Background: an optimization exercise with open tools, aiming at a short achievable clock period and few clock cycles. Do not read the settings as production practice.
Only simulation tests tie the RTL to the original design; equivalence was not proved.
No activity file was given, so power comes from the tool's default toggle rates.

### design/flow/design.v
package corePkg;
    localparam logic [5:0] opSpecial = 6'h00;
    localparam logic [5:0] opJ       = 6'h02;
    localparam logic [5:0] opBeq     = 6'h04;
    localparam logic [5:0] opOri     = 6'h0d;
    localparam logic [5:0] opLui     = 6'h0f;
    localparam logic [5:0] opLw      = 6'h23;
    localparam logic [5:0] opSw      = 6'h2b;
    localparam logic [5:0] fnAddu = 6'h21;
    localparam logic [5:0] fnSubu = 6'h23;
    localparam logic [1:0] fwdNone = 2'd0;
    localparam logic [1:0] fwdMem  = 2'd1;
    localparam logic [1:0] fwdWb   = 2'd2;
    localparam int dmemWords    = 64;
    localparam int dmemAddrBits = $clog2(dmemWords);
    typedef struct packed {
        logic [5:0] opcode;
        logic [4:0] rs;
        logic [4:0] rt;
        logic [4:0] rd;
        logic [4:0] shamt;
        logic [5:0] funct;
    } rFormatT;
    typedef struct packed {
        logic [5:0]  opcode;
        logic [4:0]  rs;
        logic [4:0]  rt;
        logic [15:0] imm16;
    } iFormatT;
    typedef union packed {
        rFormatT r;
        iFormatT i;
    } instrT;
    function automatic logic [31:0] fwdMux(
        input logic [1:0]  sel,
        input logic [31:0] regVal,
        input logic [31:0] memVal,
        input logic [31:0] wbVal
    );
        case (sel)
            fwdMem:  fwdMux = memVal;
            fwdWb:   fwdMux = wbVal;
            default: fwdMux = regVal;
        endcase
    endfunction
endpackage
module pipelineCore (
    input  logic        clk,
    input  logic        rst,
    input  logic [31:0] imemData,
    output logic [31:0] imemAddr,
    output logic        wbWe,
    output logic [4:0]  wbReg,
    output logic [31:0] wbData,
    output logic [31:0] wbPc
);
    logic [31:0] fpc;
    logic        ovrV;           
    logic [31:0] ovrT;
    logic        killD;          
    logic        stall;          
    logic [31:0] irD;
    logic [31:0] pcD;
    logic [16:0] tgtLoD;         
    logic        negD;           
    logic [13:0] upD;            
    logic [13:0] upPD;
    logic [13:0] upMD;
    logic [3:0]  pc4HiD;
    logic        jD;
    logic        subuD;
    logic        oriD;
    logic        lwD;
    logic        swD;
    logic        beqChkD;        
    logic        predTkD;        
    logic        useRsD;
    logic        useRtD;         
    logic        useImmD;
    logic [4:0]  destD;
    logic        weD;
    logic [31:0] rsOHD;          
    logic [31:0] rtOHD;
    logic [31:0] immD32;
    logic [4:0]  destE;
    logic        weE;
    logic        subE;
    logic        oriE;
    logic        lwE;
    logic        swE;
    logic        beqE;           
    logic        deferE;         
    logic [31:0] aE;
    logic [31:0] bE;             
    logic [31:0] sE;             
    logic        sFromWE;        
    logic [31:0] pcE;
    logic [31:0] brTgtE;
    logic [4:0]  destM;
    logic        weM;
    logic        lwM;
    logic        swM;
    logic [31:0] aluM;
    logic [31:0] storeM;
    logic        sFromWM;
    logic [63:0] idxM;           
    logic [31:0] pcM;
    logic [31:0] weOHW;
    logic [31:0] rf   [32];
    logic [31:0] dmem [64];
    logic [5:0]  opF;
    logic [4:0]  rsF;
    logic [4:0]  rtF;
    logic [5:0]  fnF;
    logic        adduF;
    logic        subuF;
    logic        oriF;
    logic        luiF;
    logic        lwF;
    logic        swF;
    logic        beqF;
    logic        jF;
    logic        useRsF;
    logic        useRtF;
    logic [4:0]  destF;
    logic [31:0] immF32;
    logic [31:0] fpc4;
    assign opF = imemData[31:26];
    assign rsF = imemData[25:21];
    assign rtF = imemData[20:16];
    assign fnF = imemData[5:0];
    assign adduF = opF == 6'h00 && fnF == 6'h21;
    assign subuF = opF == 6'h00 && fnF == 6'h23;
    assign oriF  = opF == 6'h0d;
    assign luiF  = opF == 6'h0f;
    assign lwF   = opF == 6'h23;
    assign swF   = opF == 6'h2b;
    assign beqF  = opF == 6'h04;
    assign jF    = opF == 6'h02;
    assign useRsF = adduF || subuF || oriF || lwF || swF || (beqF && rsF != rtF);
    assign useRtF = adduF || subuF || (beqF && rsF != rtF);
    always_comb begin
        if (adduF || subuF) destF = imemData[15:11];
        else if (oriF || luiF || lwF) destF = rtF;
        else destF = 5'd0;
    end
    always_comb begin
        if (oriF) immF32 = {16'h0000, imemData[15:0]};
        else if (luiF) immF32 = {imemData[15:0], 16'h0000};
        else immF32 = {{16{imemData[15]}}, imemData[15:0]};
    end
    logic [16:0] tgtLoF;
    assign fpc4   = {fpc[31:2] + 30'd1, 2'b00};
    assign tgtLoF = {1'b0, fpc4[17:2]} + {1'b0, imemData[15:0]};
    logic [4:0]  rsD;
    logic [4:0]  rtD;
    logic [31:0] resE;
    logic [31:0] mRes;
    logic        hitEA;
    logic        hitEB;
    logic        hitMA;
    logic        hitMB;
    logic        hitWA;
    logic        hitWB;
    logic [31:0] rfA;
    logic [31:0] rfB;
    logic [31:0] rsVal;
    logic [31:0] rtVal;
    assign rsD = irD[25:21];
    assign rtD = irD[20:16];
    logic        selUpP;
    logic        selUpM;
    logic        selUp;
    logic [13:0] tgtHi;
    logic [31:0] tgtD;           
    assign selUpP = !negD && tgtLoD[16];
    assign selUpM = negD && !tgtLoD[16];
    assign selUp  = negD == tgtLoD[16];
    assign tgtHi  = (upPD & {14{selUpP}}) | (upMD & {14{selUpM}}) | (upD & {14{selUp}});
    assign tgtD   = jD ? {pc4HiD, irD[25:0], 2'b00} : {tgtHi, tgtLoD[15:0], 2'b00};
    assign hitEA = weE && destE == rsD;
    assign hitEB = weE && destE == rtD;
    assign hitMA = weM && destM == rsD;
    assign hitMB = weM && destM == rtD;
    assign hitWA = wbWe && wbReg == rsD;
    assign hitWB = wbWe && wbReg == rtD;
    always_comb begin
        rfA = 32'd0;
        rfB = 32'd0;
        for (int i = 1; i < 32; i++) begin
            rfA = rfA | (rf[i] & {32{rsOHD[i]}});
            rfB = rfB | (rf[i] & {32{rtOHD[i]}});
        end
    end
    logic [31:0] loadData;
    logic        selEA;
    logic        selMA;
    logic        selWA;
    logic        selRA;
    logic        selEB;
    logic        selMB;
    logic        selWB;
    logic        selRB;
    logic [31:0] bVal;
    assign selEA = useRsD && hitEA;
    assign selMA = useRsD && !hitEA && hitMA;
    assign selWA = useRsD && !hitEA && !hitMA && hitWA;
    assign selRA = !hitEA && !hitMA && !hitWA;
    assign selEB = hitEB;
    assign selMB = !hitEB && hitMB;
    assign selWB = !hitEB && !hitMB && hitWB;
    assign selRB = !hitEB && !hitMB && !hitWB;
    assign rsVal = (resE & {32{selEA}}) | (loadData & {32{selMA && lwM}}) |
                   (aluM & {32{selMA && !lwM}}) | (wbData & {32{selWA}}) | (rfA & {32{selRA}});
    assign rtVal = (resE & {32{selEB}}) | (loadData & {32{selMB && lwM}}) |
                   (aluM & {32{selMB && !lwM}}) | (wbData & {32{selWB}}) | (rfB & {32{selRB}});
    assign bVal  = (immD32 & {32{useImmD}}) |
                   (resE & {32{selEB && !useImmD}}) | (loadData & {32{selMB && lwM && !useImmD}}) |
                   (aluM & {32{selMB && !lwM && !useImmD}}) | (wbData & {32{selWB && !useImmD}}) |
                   (rfB & {32{selRB && !useImmD}});
    logic [32:0] sum33;
    logic        mispE;
    logic [7:0]  addrE;
    assign sum33 = {aE, 1'b1} + {bE ^ {32{subE}}, subE};
    assign resE  = oriE ? (aE | bE) : sum33[32:1];
    assign mispE = beqE && aE == bE;
    assign addrE = aE[7:0] + bE[7:0];
    logic [31:0] fpcN;
    logic        killF;
    logic        predTk;
    assign imemAddr = fpc;
    assign killF    = mispE && !deferE;
    assign predTk   = predTkD && !killD;
    always_comb begin
        if (mispE) fpcN = brTgtE;
        else if (stall) fpcN = fpc;
        else if (ovrV) fpcN = ovrT;
        else if (predTk) fpcN = tgtD;
        else fpcN = fpc4;
    end
    always_ff @(posedge clk) begin
        if (rst) begin
            fpc    <= 32'd0;
            ovrV   <= 1'b0;
            deferE <= 1'b0;
            killD  <= 1'b1;
            stall  <= 1'b0;
        end else begin
            fpc    <= fpcN;
            ovrV   <= killF && predTk;
            deferE <= killF;
            killD  <= killF;
            stall  <= !stall && !killF && !killD && lwD && weD &&
                      ((useRsF && rsF == destD) || (useRtF && rtF == destD));
        end
    end
    always_ff @(posedge clk) begin
        ovrT <= tgtD;
        if (!stall) begin
            irD     <= imemData;
            pcD     <= fpc;
            tgtLoD  <= tgtLoF;
            negD    <= imemData[15];
            upD     <= fpc4[31:18];
            upPD    <= fpc4[31:18] + 14'd1;
            upMD    <= fpc4[31:18] - 14'd1;
            pc4HiD  <= fpc4[31:28];
            jD      <= jF;
            immD32  <= immF32;
            subuD   <= subuF;
            oriD    <= oriF;
            lwD     <= lwF;
            swD     <= swF;
            beqChkD <= beqF && rsF != rtF;
            predTkD <= jF || (beqF && rsF == rtF);
            useRsD  <= useRsF;
            useRtD  <= useRtF;
            useImmD <= oriF || luiF || lwF || swF;
            destD   <= destF;
            weD     <= destF != 5'd0;
            rsOHD   <= useRsF ? (32'd1 << rsF) & ~32'd1 : 32'd0;
            rtOHD   <= (useRtF || swF) ? (32'd1 << rtF) & ~32'd1 : 32'd0;
        end
    end
    always_ff @(posedge clk) begin
        if (rst || stall || killD) begin
            destE   <= 5'd0;
            weE     <= 1'b0;
            subE    <= 1'b0;
            oriE    <= 1'b0;
            lwE     <= 1'b0;
            swE     <= 1'b0;
            beqE    <= 1'b0;
            sFromWE <= 1'b0;
        end else begin
            destE   <= destD;
            weE     <= weD;
            subE    <= subuD;
            oriE    <= oriD;
            lwE     <= lwD;
            swE     <= swD;
            beqE    <= beqChkD;
            sFromWE <= swD && hitEB && lwE;
        end
    end
    always_ff @(posedge clk) begin
        aE     <= rsVal;
        bE     <= bVal;
        sE     <= rtVal;
        pcE    <= pcD;
        brTgtE <= tgtD;
    end
    always_ff @(posedge clk) begin
        if (rst) begin
            destM <= 5'd0;
            weM   <= 1'b0;
            lwM   <= 1'b0;
            swM   <= 1'b0;
        end else begin
            destM <= destE;
            weM   <= weE;
            lwM   <= lwE;
            swM   <= swE;
        end
    end
    always_ff @(posedge clk) begin
        aluM    <= resE;
        storeM  <= sE;
        sFromWM <= sFromWE;
        idxM    <= 64'd1 << addrE[7:2];
        pcM     <= pcE;
    end
    logic [31:0] storeData;
    always_comb begin
        loadData = 32'd0;
        for (int i = 0; i < 64; i++) begin
            loadData = loadData | (dmem[i] & {32{idxM[i]}});
        end
    end
    assign mRes      = lwM ? loadData : aluM;
    assign storeData = sFromWM ? wbData : storeM;
    always_ff @(posedge clk) begin
        for (int i = 0; i < 64; i++) begin
            if (swM && idxM[i]) dmem[i] <= storeData;
        end
    end
    always_ff @(posedge clk) begin
        if (rst) begin
            wbWe  <= 1'b0;
            wbReg <= 5'd0;
            weOHW <= 32'd0;
        end else begin
            wbWe  <= weM;
            wbReg <= destM;
            weOHW <= (32'd1 << destM) & ~32'd1;
        end
    end
    always_ff @(posedge clk) begin
        wbData <= mRes;
        wbPc   <= pcM;
    end
    always_ff @(posedge clk) begin
        for (int i = 1; i < 32; i++) begin
            if (weOHW[i]) rf[i] <= wbData;
        end
    end
endmodule
### design/flow/run.sh
#!/bin/bash
# synth_recipe.tcl (not shown) runs the flow's synth.tcl, then flattens the netlist and writes it again
# the make line also repeats each setting of config.mk as NAME=value (left out here)
make -C /OpenROAD-flow-scripts/flow DESIGN_CONFIG=/design/flow/config.mk WORK_HOME=/design/flow/orfs CLKGATE_MAP_FILE= SYNTH_SCRIPT=/design/flow/synth_recipe.tcl finish
### design/flow/config.mk
export PLATFORM = sky130hd
export DESIGN_NAME = pipelineCore
export DESIGN_NICKNAME = pipelineCore
export VERILOG_FILES = /design/flow/design.v
export SDC_FILE = /design/flow/constraint.sdc
export NUM_CORES = 4
export LEC_CHECK = 0
export CAP_MARGIN = 20
export CORE_MARGIN = 2
export CORE_UTILIZATION = 35
export PLACE_DENSITY = 0.55
export SETUP_SLACK_MARGIN = 4.0
export SLEW_MARGIN = 20
### design/flow/constraint.sdc
create_clock -name core_clock -period 7.0 [get_ports {clk}]
set_input_delay 1.4000 -clock core_clock [delete_from_list [all_inputs] [get_ports {clk}]]
set_output_delay 1.4000 -clock core_clock [all_outputs]
set_load 0.01 [all_outputs]
==> out/qor.yml, run 1 <==
grt_pass1_wl_mm: 863.4
max_freq_mhz: 295.6
status: "complete, no violations"
maxSlewViolCount: 0
crit_arrival_ns: 4.17
numPortBuffers: 131
clock_skew_ns: 0.07668
drc: 0
timing.slew.headroom: 0.1419
min_period_ns: 3.383
grt_max_degree: 83
ys_async_sr_fraction: 0
area_delta_synth_final_pct: 22.36
regMostFlops: "dmem"
fin_crit_sh: 0.4833
via_count: 102700
synth_flop_cell: "edfxtp_1"
clkLatencyLatePin_ns: 0.97
powerDensity_mw_per_mm2: 267.8
rows: 232
synth_edf_count: 3263
maxCapViolCount: 0
cts_root_buffer: "clkbuf_16"
grt_use_total: 0.3136
leakage_nw: 59.59
cts_sinks: 3731
fill_cells: 34960
yosys-top-cells-area: "edfxtp_1, dfxtp_1, a221oi_1"
critical_path_class: "flop to flop"
syn_area_mm2: 0.1406
synth_seq_area_share: 0.7638
cts_buffers: 372
gp_congestion: 0.9388
dp_hpwl_mm: 350.0
cp_max_fo: 20
gr-total-overflow: 0
cts_hold_buf: 0
ios: 136
viasPerCell: 6.862
setup.worst_path.end_class: "flop"
synth_top_cell_area_share: 0.6971
drt_pass1_iterations: 9
ant_nets: 0
hold_path.class: "flop to flop"
antenna_found_initial: 50
synth.avg_cell_area_um2: 16.51
synth-seq-cells: 3731
die-area_mm2: 0.4067
die_y_um: 637.7
setup_violations: 0
syn_inst: 8516
synth_top_area_cell: "edfxtp_1"
utilization: 0.4303
synth_commonest_cells: "edfxtp_1, a221oi_1, a22o_1"
setup_tns_ns: 0
num-nets-final: 9480
die_w_um: 637.7
yosysMostFrequentCell: "edfxtp_1"
synth.distinct_cells: 95
cts_tree: "built"
yosysWarnings: 3
largest_reg_flops: 2048
htreeDepth: 5
finalHoldViolations: 0
initial_core_util: 0.3517
cts_max_path_buffers: 4
clkSlewWorstSetupHoldPaths_ns: 0.06
wl_per_cell_um: 44.45
required_ns: 7.79
rsz0062_at_grt: "yes"
vdd_drop_max_mv: 0.2005
drt_first_iter_violations: 21360
largestRegisters: "dmem x2048, rf x992, idxM x64"
core-area_mm2: 0.3997
final_layout_size_suffix_gt1_frac: 0.2342
grt_pass1_vias: 94690
routed_wl_mm: 665.4
startpoint_type: "flop"
tightest_slew_ns: 1.287
-- routing by layer --
| metal | GRT usage | up-vias | wire (um) |
|---|---|---|---|
| met1 | 0.3886 | 51900 | 225300 |
| li1 | - | 37280 | - |
| met3 | 0.1218 | 2879 | 106200 |
| met5 | 0.007326 | - | 739 |
| met2 | 0.4580 | 10620 | 278500 |
| met4 | 0.1975 | 40 | 54700 |
-- stage by stage --
stage               total power, W  hold WS, ns  area (um^2)  worst slack, ns  std cells
floorplan                  0.02529       0.3096       140800            2.427       8519
global placement           0.02599       0.3096       150100            2.385      13810
detailed placement         0.02601       0.3121       150200            2.425      13810
CTS                        0.04579       0.3009       169600            3.540      14830
global route               0.04689       0.3087       171900            3.587      14930
finish                     0.04607       0.2974       172000            3.617      14970
-- layout by cell type, fill, tap and decap left out, types with 197 or more instances in the layout --
cell type,synthesis,final
edfxtp_1,3263,3263
a22o_1,695,694
a221oi_1,703,570
buf_4,5,561
a22oi_1,522,519
clkbuf_16,0,394
dfxtp_1,468,305
nand4_1,286,286
nor2_1,313,286
nand2_1,210,197
-- report_power, final --
group / total, W / leakage [nW] / internal (W) / switching [W]
Clock: 0.0201 / 5.82 / 0.0112 / 0.00886
Sequential: 0.0243 / 36.1 / 0.0242 / 0.000116
Combinational: 0.00174 / 17.7 / 0.000597 / 0.00114
Total: 0.0461 / 59.6 / 0.0360 / 0.0101
-- cell type report --
class	count	area, um^2	area share
inverter	131	498.0	0.002895
timing repair buffer	970	10730	0.06241
multi-input combinational	4148	34360	0.1998
antenna	43	107.6	0.0006256
sequential	3731	107800	0.6269
clock buffer	487	10220	0.05944
tap	5265	6588	0.03830
clock inverter	194	1655	0.009624
-- worst max-delay path, cell delays in order, from the launching register on --
cell	delay, ns
edfxtp_1	0.37
buf_4	0.26
buf_6	0.32
a22o_1	0.28
a221oi_1	0.29
nand4_1	0.15
nor3_2	0.69
o21ai_0	0.27
a221o_1	0.34
mux2_2	0.26
-- kinds of logic after synthesis --
family | Yosys count | share of synthesized area
compound gates | 2456 | 0.1425
buf+inv | 640 | 0.01746
xor+xnor | 170 | 0.01065
other cells | 1 | 0.00002668
flops | 3731 | 0.7638
fa+ha+maj | 92 | 0.008243
simple gates | 1308 | 0.04818
mux | 118 | 0.009169
-- worst paths after layout --
kind | end | depth (start not counted) | slack, ns | startpoint
setup / recovery | bE[30] | 9 | 3.62 | rtOHD[15]
hold / removal | storeM[18] | 0 | 0.30 | sE[18]
setup reg to reg | bE[30] | 9 | 3.62 | rtOHD[15]
hold reg to reg | storeM[18] | 0 | 0.30 | sE[18]
-- timing repair --
action,CTS,global route
setup buffers,296,94
cloned,42,3
setup endpoints to repair,1050,203
gates resized for setup,1212,319
pin swaps,185,156
Testbench counts, summed over its fixed seeds: cycles 42,359.
==> inputs of run 2 (changes only) <==
--- a/design/flow/design.v
+++ b/design/flow/design.v
@@ -76,2 +76,3 @@
     logic        predTkD;        
+    logic        zChkD;          
     logic        useRsD;
@@ -96,2 +97,3 @@
     logic        sFromWE;        
+    logic        sFromW2E;       
     logic [31:0] pcE;
@@ -108,2 +110,3 @@
     logic [31:0] weOHW;
+    logic [31:0] wData;          
     logic [31:0] rf   [32];
@@ -212,16 +215,19 @@
     assign selRB = !hitEB && !hitMB && !hitWB;
-    assign rsVal = (resE & {32{selEA}}) | (loadData & {32{selMA && lwM}}) |
-                   (aluM & {32{selMA && !lwM}}) | (wbData & {32{selWA}}) | (rfA & {32{selRA}});
-    assign rtVal = (resE & {32{selEB}}) | (loadData & {32{selMB && lwM}}) |
-                   (aluM & {32{selMB && !lwM}}) | (wbData & {32{selWB}}) | (rfB & {32{selRB}});
-    assign bVal  = (immD32 & {32{useImmD}}) |
-                   (resE & {32{selEB && !useImmD}}) | (loadData & {32{selMB && lwM && !useImmD}}) |
-                   (aluM & {32{selMB && !lwM && !useImmD}}) | (wbData & {32{selWB && !useImmD}}) |
-                   (rfB & {32{selRB && !useImmD}});
-    logic [32:0] sum33;
+    assign rsVal = (resE & {32{selEA}}) | (aluM & {32{selMA}}) |
+                   (wData & {32{selWA}}) | (rfA & {32{selRA}});
+    assign rtVal = (resE & {32{selEB}}) | (aluM & {32{selMB}}) |
+                   (wData & {32{selWB}}) | (rfB & {32{selRB}});
+    assign bVal  = useImmD ? immD32 : (subuD ? ~rtVal : rtVal);
     logic        mispE;
     logic [7:0]  addrE;
-    assign sum33 = {aE, 1'b1} + {bE ^ {32{subE}}, subE};
+    logic [32:0] sum33;
+    assign sum33 = {aE, 1'b1} + {bE, subE};
     assign resE  = oriE ? (aE | bE) : sum33[32:1];
-    assign mispE = beqE && aE == bE;
+    logic eqE;
+    logic dynD;
+    assign eqE   = aE == bE;
+    assign dynD  = zChkD && subE && weE && (destE == rsD || destE == rtD);
+    assign mispE = beqE && eqE;
+    logic subZeroE;
+    assign subZeroE = &(aE ^ bE);
     assign addrE = aE[7:0] + bE[7:0];
@@ -231,4 +237,4 @@
     assign imemAddr = fpc;
-    assign killF    = mispE && !deferE;
-    assign predTk   = predTkD && !killD;
+    assign killF    = mispE && !deferE && !stall;
+    assign predTk   = (predTkD || (dynD && subZeroE)) && !killD;
     always_comb begin
@@ -252,4 +258,6 @@
             killD  <= killF;
-            stall  <= !stall && !killF && !killD && lwD && weD &&
-                      ((useRsF && rsF == destD) || (useRtF && rtF == destD));
+            stall  <= !killF && (stall ?
+                          lwE && weE && ((useRsD && rsD == destE) || (useRtD && rtD == destE)) :
+                          (!killD && lwD && weD && ((useRsF && rsF == destD) || (useRtF && rtF == destD))) ||
+                          (lwE && weE && ((useRsF && rsF == destE) || (useRtF && rtF == destE))));
         end
@@ -275,2 +283,3 @@
             predTkD <= jF || (beqF && rsF == rtF);
+            zChkD   <= beqF && rsF != rtF && (rsF == 5'd0 || rtF == 5'd0);
             useRsD  <= useRsF;
@@ -294,2 +303,3 @@
             sFromWE <= 1'b0;
+            sFromW2E <= 1'b0;
         end else begin
@@ -301,4 +311,5 @@
             swE     <= swD;
-            beqE    <= beqChkD;
+            beqE    <= beqChkD && !dynD;
             sFromWE <= swD && hitEB && lwE;
+            sFromW2E <= swD && !hitEB && hitMB && lwM;
         end
@@ -327,3 +338,3 @@
         aluM    <= resE;
-        storeM  <= sE;
+        storeM  <= sFromW2E ? wData : sE;
         sFromWM <= sFromWE;
@@ -340,3 +351,3 @@
     assign mRes      = lwM ? loadData : aluM;
-    assign storeData = sFromWM ? wbData : storeM;
+    assign storeData = sFromWM ? wData : storeM;
     always_ff @(posedge clk) begin
@@ -359,2 +370,3 @@
         wbData <= mRes;
+        if (weM) wData <= mRes;
         wbPc   <= pcM;
@@ -363,3 +375,3 @@
         for (int i = 1; i < 32; i++) begin
-            if (weOHW[i]) rf[i] <= wbData;
+            if (weOHW[i]) rf[i] <= wData;
         end
==> out/qor.yml, run 2 <==
cp_max_fo: 21  # was 20
drc: 0  # unchanged
powerDensity_mw_per_mm2: 274.6  # was 267.8 mW/mm^2
ys_async_sr_fraction: 0  # unchanged
finalHoldViolations: 0  # unchanged
cts_hold_buf: 0  # unchanged
crit_arrival_ns: 3.78  # was 4.17 ns
cp_top_family: "buffers and inverters"  # was compound AO/OA/AOI/OAI gates
maxCapViolCount: 0  # unchanged
fin_area_mm2: 0.1678  # was 0.1720 mm^2
viasPerCell: 6.778  # was 6.862
timing.slew.headroom: 0.1435  # was 0.1419
routed_wl_mm: 655.1  # was 665.4 mm
rsz0062_at_grt: "yes"  # unchanged
final_layout_size_suffix_gt1_frac: 0.1883  # was 0.2342
clkSlewWorstSetupHoldPaths_ns: 0.06  # about the same
die_w_um: 641.4  # was 637.7 um
holdWs_ns: 0.3015  # was 0.2974 ns
leakage_nw: 53.62  # was 59.59 nW
yosys-top-cells-area: "edfxtp_1, dfxtp_1, a22oi_1"  # was edfxtp_1, dfxtp_1, a221oi_1
grt_max_degree: 130  # was 83
r2r_cells: 3  # was 9
cts_root_buffer: "clkbuf_16"  # unchanged
htreeDepth: 5  # unchanged
rows: 234  # was 232
vdd_drop_max_mv: 0.2071  # was 0.2005 mV
grt_pass1_vias: 95000  # was 94690
maxSlewViolCount: 0  # unchanged
tightest_slew_ns: 1.280  # was 1.287 ns
setup_violations: 0  # unchanged
cts_sinks: 3766  # was 3731
status: "complete, no violations"  # unchanged
hold_path.class: "flop to flop"  # unchanged
synth_top_cell_area_share: 0.6962  # was 0.6971
via_count: 102300  # was 102700
r2r_setup_slack_ns: 3.81  # was 3.62 ns
area_delta_synth_final_pct: 18.01  # was 22.36%
gr-total-overflow: 0  # unchanged
synth_compound_area_frac: 0.1381  # was 0.1425
synth_top_area_cell: "edfxtp_1"  # unchanged
holdPathStages: 0  # unchanged
gp_congestion: 0.9239  # was 0.9388
startpoint_type: "flop"  # unchanged
clkLatencyLatePin_ns: 1.02  # was 0.97 ns
crit_chain: "buf_4 -> and2_4 -> buf_4"  # was buf_4 -> buf_6 -> a22o_1 -> a221oi_1 -> nand4_1 -> nor3_2 -> o21ai_0 -> a221o_1 -> mux2_2
rr_endpoint: "dmem[13][16]"  # was bE[30]
synth_commonest_cells: "edfxtp_1, a22oi_1, a221oi_1"  # was edfxtp_1, a221oi_1, a22o_1
cts_tree: "built"  # unchanged
fill_cells: 36330  # was 34960
final_common_cell: "edfxtp_1"  # unchanged
clock_skew_ns: 0.09985  # was 0.07668 ns
slowest_stage: "buf_4"  # was nor3_2
initial_core_util: 0.3507  # was 0.3517
required_ns: 7.59  # was 7.79 ns
synth-seq-cells: 3766  # was 3731
grt_use_total: 0.3077  # was 0.3136
synth.avg_cell_area_um2: 16.19  # was 16.51 um^2
core-area_mm2: 0.4055  # was 0.3997 mm^2
fin_crit_sh: 0.4560  # was 0.4833
synth.distinct_cells: 89  # was 95
min_to: "wbPc[9]"  # was storeM[18]
synth_top_family_by_area: "compound AO/OA/AOI/OAI gates"  # unchanged
synth_edf_count: 3297  # was 3263
largestRegisters: "dmem x2048, rf x992, idxM x64"  # unchanged
max_freq_mhz: 313.3  # was 295.6 MHz
regMostFlops: "dmem"  # unchanged
ant_nets: 0  # unchanged
cts_max_path_buffers: 4  # unchanged
final_cell_mix: "edfxtp_1, a22oi_1, a221oi_1"  # was edfxtp_1, a22o_1, a221oi_1
die-area_mm2: 0.4114  # was 0.4067 mm^2
synth_mux_area_frac: 0.01064  # was 0.009169
largest_reg_flops: 2048  # unchanged
grt_pass1_wl_mm: 856.5  # was 863.4 mm
numPortBuffers: 131  # unchanged
critical_path_class: "flop to flop"  # unchanged
cpPeakStageDelay_ns: 0.75  # was 0.69 ns
yosysMostFrequentCell: "edfxtp_1"  # unchanged
syn_inst: 8784  # was 8516
cp_common_cell: "buf_4"
synthSimpleGateAreaFrac: 0.05189  # was 0.04818
min_period_ns: 3.192  # was 3.383 ns
crit_buf_inv: 2  # unchanged
syn_area_mm2: 0.1422  # was 0.1406 mm^2
dpl_cell_area_mm2: 0.1518  # was 0.1502 mm^2
min_from: "pcM[9]"  # was sE[18]
ios: 136  # unchanged
synth_flop_cell: "edfxtp_1"  # unchanged
drt_first_iter_violations: 21570  # was 21360
rr_startpoint: "idxM[13]"  # was rtOHD[15]
die_y_um: 641.4  # was 637.7 um
synth_seq_area_share: 0.7623  # was 0.7638
wl_per_cell_um: 43.41  # was 44.45 um
antenna_found_initial: 38  # was 50
num-nets-final: 9424  # was 9480
synthAdderAreaFrac: 0.007673  # was 0.008243
dp_hpwl_mm: 365.6  # was 350.0 mm
setup.worst_path.end_class: "flop"  # unchanged
cts_buffers: 387  # was 372
yosysWarnings: 3  # unchanged
synth_xor_area_frac: 0.01059  # was 0.01065
drt_pass1_iterations: 11  # was 9
setup_tns_ns: 0  # unchanged
==> run 2: changes by cell type after synthesis, moves of 40 or more <==
| cell | before | now |
|---|---|---|
| o21ai_0 | 103 | 150 |
| a22oi_1 | 522 | 826 |
| nor3_1 | 72 | 113 |
| clkbuf_1 | 386 | 481 |
| xnor2_1 | 70 | 110 |
| xor2_1 | 99 | 55 |
| a221oi_1 | 703 | 555 |
| a22o_1 | 695 | 513 |
==> run 2: timing repair <==
action / CTS / global route
pin swaps: 39 / 73
gates resized for setup: 732 / 213
setup buffers: 98 / 45
setup endpoints to repair: 1159 / 225
cloned: 1 / 0
==> run 2: cell type report <==
cell class	instances	area, um^2	share of cell area
antenna	37	92.59	0.0005517
inverter	133	509.2	0.003035
multi-input combinational	4321	33420	0.1991
tap	5428	6792	0.04047
timing repair buffer	695	5886	0.03507
clock buffer	506	10500	0.06255
clock inverter	204	1898	0.01131
sequential	3766	108700	0.6479
==> run 2: logic make-up (layout without fill, tap and decap cells) <==
kind of cell,count (synthesis),in the layout
flops,3766,3766
mux,140,140
compound gates,2476,2476
buf+inv,701,1538
other cells,1,41
xor+xnor,168,168
fa+ha+maj,86,86
simple gates,1446,1447
==> run 2: layer usage <==
| layer | GRT usage | wire length, um | vias up |
|---|---|---|---|
| li1 | - | - | 37330 |
| met1 | 0.3811 | 220400 | 51790 |
| met2 | 0.4598 | 280800 | 10400 |
| met3 | 0.1037 | 99570 | 2732 |
| met4 | 0.1985 | 54140 | 32 |
| met5 | 0.0008271 | 231 | - |
==> run 2: metrics by stage <==
| stage | instances | util | setup WS [ns] | power (W) |
|---|---|---|---|---|
| after floorplan | 8787 | - | 2.495 | 0.02533 |
| after global placement | 14190 | 0.3741 | 2.274 | 0.02590 |
| after detailed placement | 14200 | 0.3743 | 2.462 | 0.02591 |
| after CTS | 15000 | 0.4103 | 3.909 | 0.04602 |
| after global routing | 15060 | 0.4136 | 3.914 | 0.04697 |
| final | 15090 | 0.4138 | 3.808 | 0.04608 |
==> run 2: how the worst max path moves through the flow <==
stage                 from      endpoint  depth (start not counted)
5_1_grt              bE[1]        aE[16]                         13
6_report          idxM[13]  dmem[13][16]                          3
4_1_cts              bE[6]        bE[21]                         12
3_3_place_gp   imemData[5]         stall                         10
3_5_place_dp   imemData[5]         stall                         10
2_1_floorplan        stall       fpc[30]                          5
==> run 2: report_power, final <==
part           switching, W  internal (W)
clock network       0.00915        0.0114
registers          0.000105        0.0243
logic              0.000813      0.000348
total                0.0101        0.0360
Testbench counts of run 2, summed over its fixed seeds: cycles 42,942.
==> inputs of run 3 (changes only) <==
--- a/design/flow/design.v
+++ b/design/flow/design.v
@@ -156,2 +156,12 @@
     assign fpc4   = {fpc[31:2] + 30'd1, 2'b00};
+    logic        lowOnes;
+    logic [13:0] upF;
+    logic [13:0] upP1F;
+    logic [13:0] upP2F;
+    logic [13:0] upM1F;
+    assign lowOnes = &fpc[17:2];
+    assign upF     = fpc[31:18];
+    assign upP1F   = fpc[31:18] + 14'd1;
+    assign upP2F   = fpc[31:18] + 14'd2;
+    assign upM1F   = fpc[31:18] - 14'd1;
     assign tgtLoF = {1'b0, fpc4[17:2]} + {1'b0, imemData[15:0]};
@@ -271,5 +281,5 @@
             negD    <= imemData[15];
-            upD     <= fpc4[31:18];
-            upPD    <= fpc4[31:18] + 14'd1;
-            upMD    <= fpc4[31:18] - 14'd1;
+            upD     <= lowOnes ? upP1F : upF;
+            upPD    <= lowOnes ? upP2F : upP1F;
+            upMD    <= lowOnes ? upF : upM1F;
             pc4HiD  <= fpc4[31:28];
--- a/design/flow/config.mk
+++ b/design/flow/config.mk
@@ -11,3 +11,3 @@
 export PLACE_DENSITY = 0.55
-export SETUP_SLACK_MARGIN = 4.0
+export SETUP_SLACK_MARGIN = 4.5
 export SLEW_MARGIN = 20
==> out/qor.yml, run 3 <==
status: "complete, no violations"  # unchanged
regMostFlops: "dmem"  # unchanged
synth_top_cell_area_share: 0.6962  # about the same
largestRegisters: "dmem x2048, rf x992, idxM x64"  # unchanged
synth-seq-cells: 3770  # was 3766
synth_flop_cell: "edfxtp_1"  # unchanged
vdd_drop_max_mv: 0.2423  # was 0.2071 mV
setup.worst_path.end_class: "output port"  # was flop
rsz0062_at_grt: "yes"  # unchanged
grt_use_total: 0.3137  # was 0.3077
gr-total-overflow: 0  # unchanged
r2r_cells: 14  # was 3
crit_chain: "buf_8 -> buf_6"  # was buf_4 -> and2_4 -> buf_4
drt_pass1_iterations: 13  # was 11
synth.avg_cell_area_um2: 16.24  # was 16.19 um^2
yosysWarnings: 3  # unchanged
ios: 136  # unchanged
largest_reg_flops: 2048  # unchanged
r2r_setup_slack_ns: 4.03  # was 3.81 ns
final_common_cell: "edfxtp_1"  # unchanged
routed_wl_mm: 680.2  # was 655.1 mm
powerDensity_mw_per_mm2: 267.2  # was 274.6 mW/mm^2
synth_seq_area_share: 0.7621  # was 0.7623
maxCapViolCount: 0  # unchanged
drt_first_iter_violations: 22990  # was 21570
finalHoldViolations: 0  # unchanged
synth_commonest_cells: "edfxtp_1, a22oi_1, a221oi_1"  # unchanged
startpoint_type: "flop"  # unchanged
cts_buffers: 390  # was 387
numPortBuffers: 131  # unchanged
dp_hpwl_mm: 354.2  # was 365.6 mm
initial_core_util: 0.3511  # was 0.3507
crit_path_end: "imemAddr[21]"  # was dmem[13][16]
die_w_um: 641.8  # was 641.4 um
viasPerCell: 6.814  # was 6.778
clkLatencyLatePin_ns: 1.03  # was 1.02 ns
ys_async_sr_fraction: 0  # unchanged
synth_top_area_cell: "edfxtp_1"  # unchanged
synth_edf_count: 3301  # was 3297
antenna_found_initial: 44  # was 38
die_y_um: 641.8  # was 641.4 um
cts_tree: "built"  # unchanged
slowest_stage: "dfxtp_4"  # was buf_4
crit_arrival_ns: 1.61  # was 3.78 ns
htreeDepth: 5  # unchanged
timing.slew.headroom: 0.1619  # was 0.1435
holdWs_ns: 0.3104  # was 0.3015 ns
synth.distinct_cells: 85  # was 89
utilization: 0.4353  # was 0.4138
cts_sinks: 3770  # was 3766
clock_skew_ns: 0.07287  # was 0.09985 ns
cpPeakStageDelay_ns: 0.35  # was 0.75 ns
gp_congestion: 0.9394  # was 0.9239
cp_max_fo: 2  # was 21
setup_tns_ns: 0  # unchanged
area_delta_synth_final_pct: 23.97  # was 18.01%
required_ns: 5.60  # was 7.59 ns
clkSlewWorstSetupHoldPaths_ns: 0.06  # about the same
grt_max_degree: 88  # was 130
crit_start: "fpc[21]"  # was idxM[13]
yosysMostFrequentCell: "edfxtp_1"  # unchanged
wl_per_cell_um: 44.18  # was 43.41 um
rr_endpoint: "bE[25]"  # was dmem[13][16]
num-nets-final: 9732  # was 9424
final_cell_mix: "edfxtp_1, a22oi_1, buf_4"  # was edfxtp_1, a22oi_1, a221oi_1
rr_startpoint: "bE[11]"  # was idxM[13]
drc: 0  # unchanged
maxSlewViolCount: 0  # unchanged
via_count: 104900  # was 102300
holdPathStages: 0  # unchanged
critical_path_class: "flop to output port"  # was flop to flop
core-area_mm2: 0.4055  # unchanged
leakage_nw: 56.51  # was 53.62 nW
final_layout_size_suffix_gt1_frac: 0.2568  # was 0.1883
grt_pass1_wl_mm: 881.2  # was 856.5 mm
syn_inst: 8765  # was 8784
rows: 234  # unchanged
yosys-top-cells-area: "edfxtp_1, dfxtp_1, a22oi_1"  # unchanged
ant_nets: 0  # unchanged
min_period_ns: 3.006  # was 3.192 ns
fin_crit_sh: 0.4295  # was 0.4560
cts_root_buffer: "clkbuf_16"  # unchanged
cts_max_path_buffers: 4  # unchanged
setup_violations: 0  # unchanged
tightest_slew_ns: 1.257  # was 1.280 ns
die-area_mm2: 0.4119  # was 0.4114 mm^2
cts_hold_buf: 0  # unchanged
hold_path.class: "flop to flop"  # unchanged
syn_area_mm2: 0.1424  # was 0.1422 mm^2
max_freq_mhz: 332.6  # was 313.3 MHz
grt_pass1_vias: 96760  # was 95000
-- run 3: cell count changes in the layout (fill, tap and decap cells not counted), sizes merged, moves of 16 or more --
cell,before,now
nand3,168,202
o21ai,152,108
a211oi,25,41
buf,617,962
clkdlybuf4s15,31,0
xor2,56,78
a21oi,126,103
a22oi,826,916
clkinv,149,165
clkbuf,514,495
a22o,513,471
a221oi,555,512
bufinv,21,43
xnor2,112,90
-- run 3: layout make-up --
cell class / count / area [um^2]
fillers: 35210 / 229000
flip-flops and latches: 3770 / 109000
multi-input cells: 4312 / 35470
repair buffers: 1011 / 11700
clock buffers: 474 / 10240
well taps: 5428 / 6792
clock inverters: 246 / 2725
inverters: 124 / 474.2
diodes: 32 / 80.08
-- run 3: metal layers --
metal / part of all wire / GRT usage
met1: 0.33 / 0.3918
met2: 0.42 / 0.4581
met3: 0.16 / 0.1168
met4: 0.085 / 0.1995
met5: 0.00071 / 0.0003469
-- run 3: cells by family (layout without fill, tap and decap cells) --
group	count (synthesis)	after routing	synth area share
buf+inv	699	1855	0.01889
xor+xnor	168	168	0.01033
other cells	1	36	0.00002634
fa+ha+maj	89	89	0.007927
simple gates	1434	1447	0.05148
compound gates	2451	2451	0.1376
mux	153	153	0.01156
flops	3770	3770	0.7621
-- run 3: power by group --
part / total (W) / internal (W) / switching (W)
sequential: 0.0244 / 0.0243 / 0.000149
clock: 0.0214 / 0.0121 / 0.00932
combinational: 0.00133 / 0.000464 / 0.000866
total: 0.0472 / 0.0368 / 0.0103
-- run 3: worst max-delay path: cells and delay by family, from the launching register on --
kind     cells  cell delay (ns)
buf+inv      2             0.25
flops        1             0.35
-- run 3: what timing repair did --
| item | in CTS | in global routing |
|---|---|---|
| endpoints found under the setup margin | 3096 | 730 |
| setup buffers | 303 | 157 |
| cloned | 34 | 16 |
| gates resized for setup | 1695 | 431 |
| pin swaps | 229 | 222 |
-- run 3: worst min-delay path by stage --
stage / from / to
2_1_floorplan: pcE[10] / pcM[10]
3_3_place_gp: pcE[6] / pcM[6]
3_5_place_dp: pcE[14] / pcM[14]
4_1_cts: pcM[13] / wbPc[13]
5_1_grt: pcM[13] / wbPc[13]
6_report: pcM[13] / wbPc[13]
-- run 3: metrics by stage --
step	total power [W]	instances	area, um^2	setup WS, ns
final	0.04717	15400	176500	3.994
after global placement	0.02593	14130	152000	2.382
after floorplan	0.02538	8768	142900	2.730
after detailed placement	0.02594	14130	152100	2.584
after CTS	0.04695	15190	173000	3.963
after global routing	0.04800	15370	176400	3.977
Testbench counts of run 3, summed over its fixed seeds: cycles 42,942.
==> inputs of run 4 (changes only) <==
--- a/design/flow/config.mk
+++ b/design/flow/config.mk
@@ -13 +13,2 @@
 export SLEW_MARGIN = 20
+export TNS_END_PERCENT = 10
==> out/qor.yml, run 4 <==
crit_arrival_ns: 4.03  # was 1.61 ns
utilization: 0.4247  # was 0.4353
final_common_cell: "edfxtp_1"  # unchanged
leakage_nw: 54.83  # was 56.51 nW
die_w_um: 641.8  # unchanged
htreeDepth: 5  # unchanged
timing.slew.headroom: 0.1862  # was 0.1619
crit_chain: "buf_6 -> a22o_1 -> a221oi_1 -> nand4_1 -> nor3_4 -> a21oi_2 -> mux2i_4 -> mux2i_1 -> o21ai_0 -> a311oi_1"  # was buf_8 -> buf_6
rows: 234  # unchanged
core-area_mm2: 0.4055  # unchanged
maxSlewViolCount: 0  # unchanged
p_sw_w: 0.009999  # was 0.01033 W
crit_buf_inv: 1  # was 2
grt_use_total: 0.3044  # was 0.3137
status: "complete, no violations"  # unchanged
synth-seq-cells: 3770  # unchanged
cts_max_path_buffers: 4  # unchanged
max_freq_mhz: 318.0  # was 332.6 MHz
holdWs_ns: 0.3211  # was 0.3104 ns
cts_buffers: 380  # was 390
rsz0062_at_grt: "yes"  # unchanged
cts_sinks: 3770  # unchanged
largest_reg_flops: 2048  # unchanged
hold_path.class: "flop to flop"  # unchanged
startpoint_type: "flop"  # unchanged
synth_seq_area_share: 0.7621  # unchanged
fin_crit_sh: 0.4492  # was 0.4295
synth.distinct_cells: 85  # unchanged
cts_root_buffer: "clkbuf_16"  # unchanged
pwr-share-clk: 0.446  # was 0.454
setup.worst_path.end_class: "flop"  # was output port
setup_tns_ns: 0  # unchanged
ios: 136  # unchanged
die-area_mm2: 0.4119  # unchanged
min_period_ns: 3.145  # was 3.006 ns
ys_async_sr_fraction: 0  # unchanged
fin_cells: 15240  # was 15400
power.internal_w: 0.03626  # was 0.03684 W
initial_core_util: 0.3511  # unchanged
synth_commonest_cells: "edfxtp_1, a22oi_1, a221oi_1"  # unchanged
clkSlewWorstSetupHoldPaths_ns: 0.07  # was 0.06 ns
die_y_um: 641.8  # unchanged
p_sw_frac: 0.2161  # was 0.2190
finalHoldViolations: 0  # unchanged
p_total_w: 0.04626  # was 0.04717 W
maxCapViolCount: 0  # unchanged
num-nets-final: 9584  # was 9732
yosysWarnings: 3  # unchanged
dp_hpwl_mm: 352.8  # was 354.2 mm
clkLatencyLatePin_ns: 1.02  # was 1.03 ns
tightest_slew_ns: 1.221  # was 1.257 ns
grt_pass1_vias: 95200  # was 96760
grt_pass1_wl_mm: 858.9  # was 881.2 mm
grt_max_degree: 77  # was 88
seqPwrFrac: 0.528  # was 0.518
viasPerCell: 6.773  # was 6.814
area_delta_synth_final_pct: 20.94  # was 23.97%
cts_tree: "built"  # unchanged
gr-total-overflow: 0  # unchanged
vdd_drop_max_mv: 0.2270  # was 0.2423 mV
drt_first_iter_violations: 22470  # was 22990
setup_violations: 0  # unchanged
routed_wl_mm: 660.6  # was 680.2 mm
powerDensity_mw_per_mm2: 268.7  # was 267.2 mW/mm^2
critical_path_class: "flop to flop"  # was flop to output port
regMostFlops: "dmem"  # unchanged
cp_top_family: "compound AO/OA/AOI/OAI gates"  # was flip-flops
cpPeakStageDelay_ns: 0.52  # was 0.35 ns
cp_max_fo: 19  # was 2
yosys-top-cells-area: "edfxtp_1, dfxtp_1, a22oi_1"  # unchanged
clock_skew_ns: 0.07793  # was 0.07287 ns
power_frac_comb: 0.027  # was 0.028
final_layout_size_suffix_gt1_frac: 0.2226  # was 0.2568
drt_pass1_iterations: 10  # was 13
yosysMostFrequentCell: "edfxtp_1"  # unchanged
largestRegisters: "dmem x2048, rf x992, idxM x64"  # unchanged
synth_top_area_cell: "edfxtp_1"  # unchanged
via_count: 103200  # was 104900
syn_area_mm2: 0.1424  # unchanged
place_inst: 14150  # was 14130
required_ns: 7.89  # was 5.60 ns
synth_edf_count: 3301  # unchanged
synth_flop_cell: "edfxtp_1"  # unchanged
drc: 0  # unchanged
gp_congestion: 0.9247  # was 0.9394
syn_inst: 8765  # unchanged
antenna_found_initial: 41  # was 44
wl_per_cell_um: 43.36  # was 44.18 um
ant_nets: 0  # unchanged
final_cell_mix: "edfxtp_1, a22oi_1, buf_4"  # unchanged
synth_top_cell_area_share: 0.6962  # unchanged
numPortBuffers: 131  # unchanged
slowest_stage: "nor3_4"  # was dfxtp_4
synth.avg_cell_area_um2: 16.24  # unchanged
run 4: power by group through the flow:
stage / Combinational, W / Sequential, W / Clock (W)
floorplan: 0.000513 / 0.0248 / 0
global placement: 0.000986 / 0.0249 / 0
detailed placement: 0.000994 / 0.0249 / 0
CTS: 0.00113 / 0.0244 / 0.0205
global route: 0.00127 / 0.0244 / 0.0214
finish: 0.00124 / 0.0244 / 0.0206
run 4: repair_timing:
item | in CTS | in global routing
setup endpoints to repair | 2235 | 1698
cloned | 13 | 14
resized for setup | 1133 | 572
pin swaps | 133 | 131
setup buffers | 176 | 156
hold buffers | 0 | 0
run 4: cell type report:
type | count | area, um^2
multi-input combinational | 4303 | 34310
timing repair buffer | 882 | 9236
inverter | 124 | 471.7
fill | 35750 | 233300
clock buffer | 506 | 10450
sequential | 3770 | 109000
tap | 5428 | 6792
antenna | 25 | 62.56
clock inverter | 197 | 1897
run 4: stage by stage:
stage	setup slack (ns)	instance area, um^2
after floorplan	2.730	142400
after global routing	3.923	172100
after CTS	3.971	168800
after detailed placement	2.220	151600
after global placement	1.988	151600
final	3.855	172200
run 4: cell families after synthesis:
| group | share of synthesized area |
|---|---|
| AO/OA/AOI/OAI | 0.1376 |
| XOR/XNOR | 0.01033 |
| adder cells (fa/ha/maj) | 0.007927 |
| buffers and inverters | 0.01889 |
| flip-flops | 0.7621 |
| multiplexers | 0.01156 |
| other | 0.00002634 |
| AND/OR/NAND/NOR | 0.05148 |
run 4: final timing paths:
kind / startpoint / endpoint / slack, ns / cells past startpoint
worst max-delay path: rtOHD[2] / bE[31] / 3.86 / 10
worst min register to register: pcE[17] / pcM[17] / 0.32 / 0
worst max register to register: rtOHD[2] / bE[31] / 3.86 / 10
worst min-delay path: pcE[17] / pcM[17] / 0.32 / 0
run 4: metal layers:
layer / global-route usage / vias to the layer above / routed length [um]
li1: - / 37630 / -
met1: 0.3835 / 51990 / 221800
met2: 0.4537 / 10790 / 281200
met3: 0.1017 / 2751 / 104900
met4: 0.1849 / 26 / 52460
met5: 0 / - / 194
run 4: worst register-to-register path: stages (launching register included):
cell and delay, ns:
edfxtp_1 0.39, buf_6 0.23, a22o_1 0.33, a221oi_1 0.41
nand4_1 0.23, nor3_4 0.52, a21oi_2 0.14, mux2i_4 0.27
mux2i_1 0.24, o21ai_0 0.12, a311oi_1 0.20
==> inputs of run 5 (changes only) <==
--- a/design/flow/design.v
+++ b/design/flow/design.v
@@ -103,3 +103,2 @@
     logic        lwM;
-    logic        swM;
     logic [31:0] aluM;
@@ -107,3 +106,4 @@
     logic        sFromWM;
-    logic [63:0] idxM;           
+    logic [63:0] ldOHM;          
+    logic [63:0] stOHM;          
     logic [31:0] pcM;
@@ -338,3 +338,2 @@
             lwM   <= 1'b0;
-            swM   <= 1'b0;
         end else begin
@@ -343,3 +342,2 @@
             lwM   <= lwE;
-            swM   <= swE;
         end
@@ -350,3 +348,4 @@
         sFromWM <= sFromWE;
-        idxM    <= 64'd1 << addrE[7:2];
+        ldOHM   <= 64'd1 << addrE[7:2];
+        stOHM   <= swE ? 64'd1 << addrE[7:2] : 64'd0;
         pcM     <= pcE;
@@ -357,3 +356,3 @@
         for (int i = 0; i < 64; i++) begin
-            loadData = loadData | (dmem[i] & {32{idxM[i]}});
+            loadData = loadData | (dmem[i] & {32{ldOHM[i]}});
         end
@@ -364,3 +363,3 @@
         for (int i = 0; i < 64; i++) begin
-            if (swM && idxM[i]) dmem[i] <= storeData;
+            if (stOHM[i]) dmem[i] <= storeData;
         end
--- a/design/flow/config.mk
+++ b/design/flow/config.mk
@@ -13,2 +13 @@
 export SLEW_MARGIN = 20
-export TNS_END_PERCENT = 10
==> out/qor.yml, run 5 <==
required_ns: 7.82  # was 7.89 ns
preCtsSetupSlack_ns: 2.831  # was 2.220 ns
numPortBuffers: 131  # unchanged
num-nets-final: 9852  # was 9584
tightest_slew_ns: 1.324  # was 1.221 ns
yosys-top-cells-area: "edfxtp_1, dfxtp_1, a22oi_1"  # unchanged
viasPerCell: 6.836  # was 6.773
area_delta_synth_final_pct: 24.12  # was 20.94%
dp_hpwl_mm: 363.3  # was 352.8 mm
p_sw_frac: 0.2203  # was 0.2161
grt_use_met2: 0.4762  # was 0.4537
antenna_found_initial: 57  # was 41
synth-seq-cells: 3833  # was 3770
rows: 235  # was 234
fill_cells: 35450  # was 35750
cts_tree: "built"  # unchanged
clkSlewWorstSetupHoldPaths_ns: 0.06  # was 0.07 ns
seqPwrFrac: 0.526  # was 0.528
final_cell_mix: "edfxtp_1, a22oi_1, buf_4"  # unchanged
maxCapViolCount: 0  # unchanged
power.internal_w: 0.03668  # was 0.03626 W
gr-usage-met3: 0.1122  # was 0.1017
drt_first_iter_violations: 22640  # was 22470
min_period_ns: 3.215  # was 3.145 ns
synth.distinct_cells: 87  # was 85
rr_startpoint: "rtOHD[18]"  # was rtOHD[2]
min_from: "pcM[29]"  # was pcE[17]
grt_use_total: 0.3205  # was 0.3044
powerDensity_mw_per_mm2: 264.0  # was 268.7 mW/mm^2
drc: 0  # unchanged
cp_max_fo: 19  # unchanged
synth_commonest_cells: "edfxtp_1, a22oi_1, dfxtp_1"  # was edfxtp_1, a22oi_1, a221oi_1
synth_top_area_cell: "edfxtp_1"  # unchanged
min_to: "wbPc[29]"  # was pcM[17]
leakage_nw: 56.63  # was 54.83 nW
synth_edf_count: 3301  # unchanged
cts_sinks: 3833  # was 3770
r2r_setup_slack_ns: 3.78  # was 3.86 ns
power_frac_comb: 0.030  # was 0.027
crit_arrival_ns: 4.04  # was 4.03 ns
timing.slew.headroom: 0.1172  # was 0.1862
drt_pass1_iterations: 12  # was 10
setup_violations: 0  # unchanged
synth_top_cell_area_share: 0.6904  # was 0.6962
htreeDepth: 5  # unchanged
cts_buffers: 389  # was 380
r2r_cells: 11  # was 10
pwr-share-clk: 0.444  # was 0.446
final_common_cell: "edfxtp_1"  # unchanged
clock_skew_ns: 0.1226  # was 0.07793 ns
routed_wl_mm: 700.2  # was 660.6 mm
clkLatencyLatePin_ns: 1.06  # was 1.02 ns
regMostFlops: "dmem"  # unchanged
maxSlewViolCount: 0  # unchanged
gp_congestion: 0.9403  # was 0.9247
die-area_mm2: 0.4154  # was 0.4119 mm^2
grt_pass1_vias: 97750  # was 95200
syn_inst: 8854  # was 8765
synth_mux_area_frac: 0.01086  # was 0.01156
synth.avg_cell_area_um2: 16.22  # was 16.24 um^2
rsz0062_at_grt: "yes"  # unchanged
wl_per_cell_um: 45.08  # was 43.36 um
cts_root_buffer: "clkbuf_16"  # unchanged
core-area_mm2: 0.4090  # was 0.4055 mm^2
via_count: 106200  # was 103200
initial_core_util: 0.3510  # was 0.3511
cts_hold_buf: 0  # unchanged
synth_top_family_by_area: "compound AO/OA/AOI/OAI gates"  # unchanged
largestRegisters: "dmem x2048, rf x992"  # was dmem x2048, rf x992, idxM x64
syn_area_mm2: 0.1436  # was 0.1424 mm^2
ios: 136  # unchanged
gr-total-overflow: 0  # unchanged
cts_max_path_buffers: 4  # unchanged
top_usage_layer: "met2"  # unchanged
worst_slack_ns: 3.785  # was 3.855 ns
grtUsageMet1: 0.3867  # was 0.3835
die_y_um: 644.5  # was 641.8 um
final_layout_size_suffix_gt1_frac: 0.2604  # was 0.2226
synth_compound_area_frac: 0.1358  # was 0.1376
yosysMostFrequentCell: "edfxtp_1"  # unchanged
grt_max_degree: 191  # was 77
p_sw_w: 0.01036  # was 0.009999 W
synth_seq_area_share: 0.7646  # was 0.7621
synthSimpleGateAreaFrac: 0.05228  # was 0.05148
grt_pass1_wl_mm: 900.6  # was 858.9 mm
synth_flop_cell: "edfxtp_1"  # unchanged
ant_nets: 0  # unchanged
yosysWarnings: 3  # unchanged
finalHoldViolations: 0  # unchanged
synth_xor_area_frac: 0.01043  # was 0.01033
setup.worst_path.end_class: "flop"  # unchanged
synthAdderAreaFrac: 0.007860  # was 0.007927
vdd_drop_max_mv: 0.2204  # was 0.2270 mV
holdPathStages: 0  # unchanged
p_total_w: 0.04705  # was 0.04626 W
die_w_um: 644.5  # was 641.8 um
critical_path_class: "flop to flop"  # unchanged
max_freq_mhz: 311.0  # was 318.0 MHz
largest_reg_flops: 2048  # unchanged
startpoint_type: "flop"  # unchanged
ys_async_sr_fraction: 0  # unchanged
fin_crit_sh: 0.4593  # was 0.4492
setup_tns_ns: 0  # unchanged
rr_endpoint: "bE[6]"  # was bE[31]
hold_path.class: "flop to flop"  # unchanged
status: "complete, no violations"  # unchanged
## run 5: timing repair
action,4_1_cts,5_1_grt
setup endpoints to repair,551,512
pin swaps,208,334
resized for setup,1539,601
buffers inserted,307,184
gates cloned,19,18
## run 5: routing by layer
metal	routed length [um]	share of wire
met4	66300	0.095
met2	297300	0.42
met1	228800	0.33
met3	107600	0.15
met5	291	0.00042
## run 5: per-stage QoR
step / util / hold WS, ns / area (um^2) / std cells
2_1_floorplan: - / 0.3096 / 144100 / 8857
3_3_place_gp: 0.3747 / 0.3102 / 153300 / 14260
3_5_place_dp: 0.3748 / 0.3121 / 153300 / 14260
4_1_cts: 0.4238 / 0.3248 / 173300 / 15300
5_1_grt: 0.4356 / 0.3305 / 178100 / 15510
6_report: 0.4357 / 0.3262 / 178200 / 15530
## run 5: power groups by stage
stage / sequential, W / combinational [W] / clock [W]
2_1_floorplan: 0.0252 / 0.000536 / 0
3_3_place_gp: 0.0253 / 0.00105 / 0
3_5_place_dp: 0.0253 / 0.00106 / 0
4_1_cts: 0.0248 / 0.00124 / 0.0208
5_1_grt: 0.0248 / 0.00144 / 0.0217
6_report: 0.0248 / 0.00141 / 0.0209
## run 5: cell families (layout without fill, tap and decap cells)
| kind of cell | after synthesis | count (layout) |
|---|---|---|
| buffers and inverters | 675 | 1863 |
| multiplexers | 144 | 144 |
| adder cells (fa/ha/maj) | 89 | 89 |
| AND/OR/NAND/NOR | 1509 | 1514 |
| flip-flops | 3833 | 3833 |
| XOR/XNOR | 171 | 171 |
| AO/OA/AOI/OAI | 2432 | 2432 |
| other | 1 | 35 |
## run 5: worst max-delay path by stage
stage                start      end  depth (start not counted)
6_report         rtOHD[18]    bE[6]                         11
5_1_grt          rtOHD[15]    bE[6]                         12
4_1_cts          rtOHD[27]    bE[6]                         12
3_5_place_dp   imemData[4]    stall                          9
3_3_place_gp   imemData[4]    stall                          9
2_1_floorplan        stall  fpc[10]                          5
## run 5: cell type report
cell class / count / area (um^2) / area share
Sequential cell: 3833 / 110400 / 0.6195
Tap cell: 5451 / 6820 / 0.03827
Multi-Input combinational cell: 4354 / 36410 / 0.2043
Timing Repair inverter: 1 / 5.005 / 0.00002808
Inverter: 121 / 460.4 / 0.002584
Clock buffer: 521 / 10540 / 0.05912
Antenna cell: 31 / 77.57 / 0.0004353
Clock inverter: 191 / 1941 / 0.01089
Timing Repair Buffer: 1029 / 11550 / 0.06482
## run 5: worst max-delay path, stage by stage, from the launching register on
cell and delay, ns:
edfxtp_1 0.42, buf_12 0.18, buf_12 0.19, a222oi_1 0.28, nand4_1 0.63, nor3_4 0.48
buf_6 0.16, nor3_4 0.03, a21oi_1 0.13, mux2i_1 0.13, xnor2_1 0.22, o21ai_1 0.08
Testbench counts of run 5, summed over its fixed seeds: cycles 42,942.
==> inputs of run 6 (changes only) <==
--- a/design/flow/design.v
+++ b/design/flow/design.v
@@ -103,2 +103,3 @@
     logic        lwM;
+    logic        swM;
     logic [31:0] aluM;
@@ -106,4 +107,3 @@
     logic        sFromWM;
-    logic [63:0] ldOHM;          
-    logic [63:0] stOHM;          
+    logic [63:0] idxM;           
     logic [31:0] pcM;
@@ -230,2 +230,4 @@
     assign bVal  = useImmD ? immD32 : (subuD ? ~rtVal : rtVal);
+    logic [31:0] sVal;
+    assign sVal  = (aluM & {32{selMB}}) | (wData & {32{selWB}}) | (rfB & {32{selRB}});
     logic        mispE;
@@ -248,10 +250,14 @@
     assign killF    = mispE && !deferE && !stall;
-    assign predTk   = (predTkD || (dynD && subZeroE)) && !killD;
+    logic        dynTk;
+    logic [31:0] fpcEarly;
+    assign dynTk  = dynD && subZeroE && !killD && !stall;
+    assign predTk = (predTkD && !killD) || dynTk;
     always_comb begin
-        if (mispE) fpcN = brTgtE;
-        else if (stall) fpcN = fpc;
-        else if (ovrV) fpcN = ovrT;
-        else if (predTk) fpcN = tgtD;
-        else fpcN = fpc4;
+        if (stall) fpcEarly = fpc;
+        else if (ovrV) fpcEarly = ovrT;
+        else if (predTkD && !killD) fpcEarly = tgtD;
+        else fpcEarly = fpc4;
     end
+    assign fpcN = (brTgtE & {32{mispE}}) | (tgtD & {32{dynTk}}) |
+                  (fpcEarly & {32{!mispE && !dynTk}});
     always_ff @(posedge clk) begin
@@ -322,3 +328,3 @@
             beqE    <= beqChkD && !dynD;
-            sFromWE <= swD && hitEB && lwE;
+            sFromWE <= swD && hitEB;
             sFromW2E <= swD && !hitEB && hitMB && lwM;
@@ -329,3 +335,3 @@
         bE     <= bVal;
-        sE     <= rtVal;
+        sE     <= sVal;
         pcE    <= pcD;
@@ -338,2 +344,3 @@
             lwM   <= 1'b0;
+            swM   <= 1'b0;
         end else begin
@@ -342,2 +349,3 @@
             lwM   <= lwE;
+            swM   <= swE;
         end
@@ -348,4 +356,3 @@
         sFromWM <= sFromWE;
-        ldOHM   <= 64'd1 << addrE[7:2];
-        stOHM   <= swE ? 64'd1 << addrE[7:2] : 64'd0;
+        idxM    <= 64'd1 << addrE[7:2];
         pcM     <= pcE;
@@ -356,3 +363,3 @@
         for (int i = 0; i < 64; i++) begin
-            loadData = loadData | (dmem[i] & {32{ldOHM[i]}});
+            loadData = loadData | (dmem[i] & {32{idxM[i]}});
         end
@@ -363,3 +370,3 @@
         for (int i = 0; i < 64; i++) begin
-            if (stOHM[i]) dmem[i] <= storeData;
+            if (swM && idxM[i]) dmem[i] <= storeData;
         end
==> out/qor.yml, run 6 <==
viasPerCell: 6.797  # was 6.836
power.internal_w: 0.03683  # was 0.03668 W
cp_max_fo: 5  # was 19
clkLatencyLatePin_ns: 1.06  # about the same
grt_pass1_vias: 98020  # was 97750
synth_mux_area_frac: 0.01125  # was 0.01086
largest_reg_flops: 2048  # unchanged
fin_crit_sh: 0.4531  # was 0.4593
cts_root_buffer: "clkbuf_16"  # unchanged
required_ns: 7.86  # was 7.82 ns
synth_top_area_cell: "edfxtp_1"  # unchanged
yosysMostFrequentCell: "edfxtp_1"  # unchanged
synthAdderAreaFrac: 0.007909  # was 0.007860
synth-seq-cells: 3780  # was 3833
min_period_ns: 3.172  # was 3.215 ns
cts_max_path_buffers: 4  # unchanged
synthSimpleGateAreaFrac: 0.05358  # was 0.05228
ant_nets: 0  # unchanged
cts_sinks: 3780  # was 3833
initial_core_util: 0.3514  # was 0.3510
grt_use_total: 0.3184  # was 0.3205
critical_path_class: "flop to flop"  # unchanged
drt_first_iter_violations: 22890  # was 22640
fin_area_mm2: 0.1800  # was 0.1782 mm^2
dp_hpwl_mm: 359.8  # was 363.3 mm
drt_pass1_iterations: 13  # was 12
grt_max_degree: 125  # was 191
die-area_mm2: 0.4128  # was 0.4154 mm^2
htreeDepth: 5  # unchanged
synth_xor_area_frac: 0.01062  # was 0.01043
cts_buffers: 392  # was 389
p_sw_w: 0.01046  # was 0.01036 W
pwr-share-clk: 0.450  # was 0.444
grtUsageMet1: 0.3898  # was 0.3867
powerDensity_mw_per_mm2: 262.7  # was 264.0 mW/mm^2
via_count: 106600  # was 106200
ys_async_sr_fraction: 0  # unchanged
drc: 0  # unchanged
setup_tns_ns: 0  # unchanged
finalHoldViolations: 0  # unchanged
gr-usage-met3: 0.1114  # was 0.1122
rows: 234  # was 235
final_cell_mix: "edfxtp_1, a22oi_1, buf_4"  # unchanged
seqPwrFrac: 0.518  # was 0.526
top_usage_layer: "met2"  # unchanged
ios: 136  # unchanged
synth.distinct_cells: 73  # was 87
startpoint_type: "flop"  # unchanged
crit_arrival_ns: 4.03  # was 4.04 ns
setup_violations: 0  # unchanged
synth_top_family_by_area: "compound AO/OA/AOI/OAI gates"  # unchanged
dpl_cell_area_mm2: 0.1526  # was 0.1533 mm^2
clkSlewWorstSetupHoldPaths_ns: 0.07  # was 0.06 ns
numPortBuffers: 135  # was 131
core-area_mm2: 0.4061  # was 0.4090 mm^2
yosysWarnings: 3  # unchanged
maxCapViolCount: 0  # unchanged
synth_top_cell_area_share: 0.6951  # was 0.6904
die_w_um: 642.5  # was 644.5 um
wl_per_cell_um: 44.22  # was 45.08 um
holdWs_ns: 0.3172  # was 0.3262 ns
timing.slew.headroom: 0.1319  # was 0.1172
clock_skew_ns: 0.1030  # was 0.1226 ns
grt_pass1_wl_mm: 894.2  # was 900.6 mm
die_y_um: 642.5  # was 644.5 um
largestRegisters: "dmem x2048, rf x992, idxM x64"  # was dmem x2048, rf x992
power_frac_comb: 0.032  # was 0.030
syn_inst: 8870  # was 8854
routed_wl_mm: 693.6  # was 700.2 mm
synth.avg_cell_area_um2: 16.09  # was 16.22 um^2
setup.worst_path.end_class: "flop"  # unchanged
max_freq_mhz: 315.3  # was 311.0 MHz
final_common_cell: "edfxtp_1"  # unchanged
gr-total-overflow: 0  # unchanged
area_delta_synth_final_pct: 26.14  # was 24.12%
leakage_nw: 59.39  # was 56.63 nW
synth_flop_cell: "edfxtp_1"  # unchanged
maxSlewViolCount: 0  # unchanged
regMostFlops: "dmem"  # unchanged
antenna_found_initial: 48  # was 57
rsz0062_at_grt: "yes"  # unchanged
grt_use_met2: 0.4726  # was 0.4762
yosys-top-cells-area: "edfxtp_1, dfxtp_1, a22oi_1"  # unchanged
num-nets-final: 10010  # was 9852
syn_area_mm2: 0.1427  # was 0.1436 mm^2
gp_congestion: 0.9265  # was 0.9403
tightest_slew_ns: 1.302  # was 1.324 ns
final_layout_size_suffix_gt1_frac: 0.2783  # was 0.2604
cts_tree: "built"  # unchanged
hold_path.class: "flop to flop"  # unchanged
synth_commonest_cells: "edfxtp_1, a22oi_1, dfxtp_1"  # unchanged
vdd_drop_max_mv: 0.2122  # was 0.2204 mV
synth_edf_count: 3303  # was 3301
synth_seq_area_share: 0.7620  # was 0.7646
synth_compound_area_frac: 0.1365  # was 0.1358
status: "complete, no violations"  # unchanged
p_sw_frac: 0.2211  # was 0.2203
==> run 6: changes by cell type after synthesis, moves of 30 or more <==
| cell | previous run | this run |
|---|---|---|
| and2_1 | 20 | 91 |
| dfxtp_1 | 532 | 477 |
| a221oi_1 | 519 | 451 |
| a22o_1 | 484 | 410 |
| clkbuf_1 | 443 | 473 |
| a22oi_1 | 888 | 1046 |
| a21oi_1 | 104 | 140 |
==> run 6: layout make-up <==
cell class	count	area [um^2]
clock buffers	517	10710
flip-flops and latches	3780	109200
well taps	5428	6792
fillers	35040	226100
diodes	37	92.59
repair buffers	1178	14010
inverters	119	466.7
multi-input cells	4411	36510
clock inverters	217	2201
==> run 6: path summary, 6_finish.rpt <==
check	startpoint	to	slack, ns	cells after the start
worst min register to register	pcM[12]	wbPc[12]	0.32	0
worst max register to register	aE[10]	bE[29]	3.83	12
worst min-delay path	pcM[12]	wbPc[12]	0.32	0
worst max-delay path	aE[10]	bE[29]	3.83	12
==> run 6: repair_timing <==
| action | CTS | global route |
|---|---|---|
| cloned | 42 | 22 |
| resized for setup | 1770 | 598 |
| pin swaps | 255 | 274 |
| endpoints found under the setup margin | 2268 | 432 |
| setup buffers | 358 | 223 |
| hold buffers | 0 | 0 |
==> run 6: kinds of logic (layout without fill, tap and decap cells) <==
kind of cell,Yosys count,count (layout)
mux,146,146
fa+ha+maj,89,89
compound gates,2464,2464
flops,3780,3780
xor+xnor,173,173
buf+inv,688,2031
other cells,0,37
simple gates,1530,1539
==> run 6: power by group through the flow <==
stage | combinational, W | clock [W] | sequential [W]
6_report | 0.00151 | 0.0213 | 0.0245
3_5_place_dp | 0.00111 | 0 | 0.0250
3_3_place_gp | 0.00110 | 0 | 0.0250
5_1_grt | 0.00154 | 0.0221 | 0.0245
4_1_cts | 0.00136 | 0.0212 | 0.0245
2_1_floorplan | 0.000568 | 0 | 0.0249
==> run 6: worst max-delay path, cell delays in order (launching register included) <==
cell      delay, ns
dfxtp_2        0.35
inv_2          0.05
ha_4           0.31
and4_4         0.28
and4_1         0.19
o211ai_1       0.14
a311o_2        0.50
and3_4         0.20
o31a_1         0.24
o31a_1         0.28
a21oi_2        0.17
mux2i_1        0.21
nand2_1        0.09
==> run 6: layer usage <==
layer	part of all wire	vias to the layer above
met4	0.091	54
li1	-	38670
met3	0.16	3194
met1	0.33	53540
met2	0.42	11180
met5	0.00072	-
==> run 6: through the flow <==
stage / power, W / instances / setup slack [ns] / utilization
6_report: 0.04728 / 15690 / 3.829 / 0.4433
5_1_grt: 0.04813 / 15660 / 3.765 / 0.4431
4_1_cts: 0.04708 / 15400 / 3.858 / 0.4304
3_5_place_dp: 0.02612 / 14270 / 2.103 / 0.3757
3_3_place_gp: 0.02611 / 14270 / 1.969 / 0.3756
2_1_floorplan: 0.02549 / 8870 / 3.172 / -
Testbench counts of run 6, summed over its fixed seeds: cycles 42,942.

re-timing with driven ports:
The flow's constraints put no driver on any port. The routed layouts listed below were extracted and timed again, unchanged, in two steps.
Step 1 sets driving cells, clkbuf_16 on the clock port and buf_2 on the other inputs (assumed; they add their load-dependent delay and slew).
Step 2, shift: input delay + t, output delay - t, t = (earliest + latest rising clock arrival at the registers) / 2. This alone moves slack from input paths to output paths.
Three values: ideal ports, drivers, drivers and shift; two values: the first two.
run	shift t [ns]	setup slack, ns	worst data-port slew with drivers (ns)	pins driven straight from the clock port
run 1	1.042	3.617 / 3.617 / 2.835	0.11	1
run 2	1.093	3.808 / 3.808 / 3.069	0.08	1
run 3	1.108	3.994 / 3.886 / 3.141	0.08	1
run 4	1.087	3.855 / 3.855 / 3.144	0.09	1
run 5	1.111	3.785 / 3.785 / 3.203	0.12	1
run 6	1.116	3.829 / 3.829 / 2.798	0.11	1
After both steps every run listed still meets setup and hold. The setup slack of run 6, which loses most, moves by 0.000 ns with the drivers and by -1.031 ns with both steps.
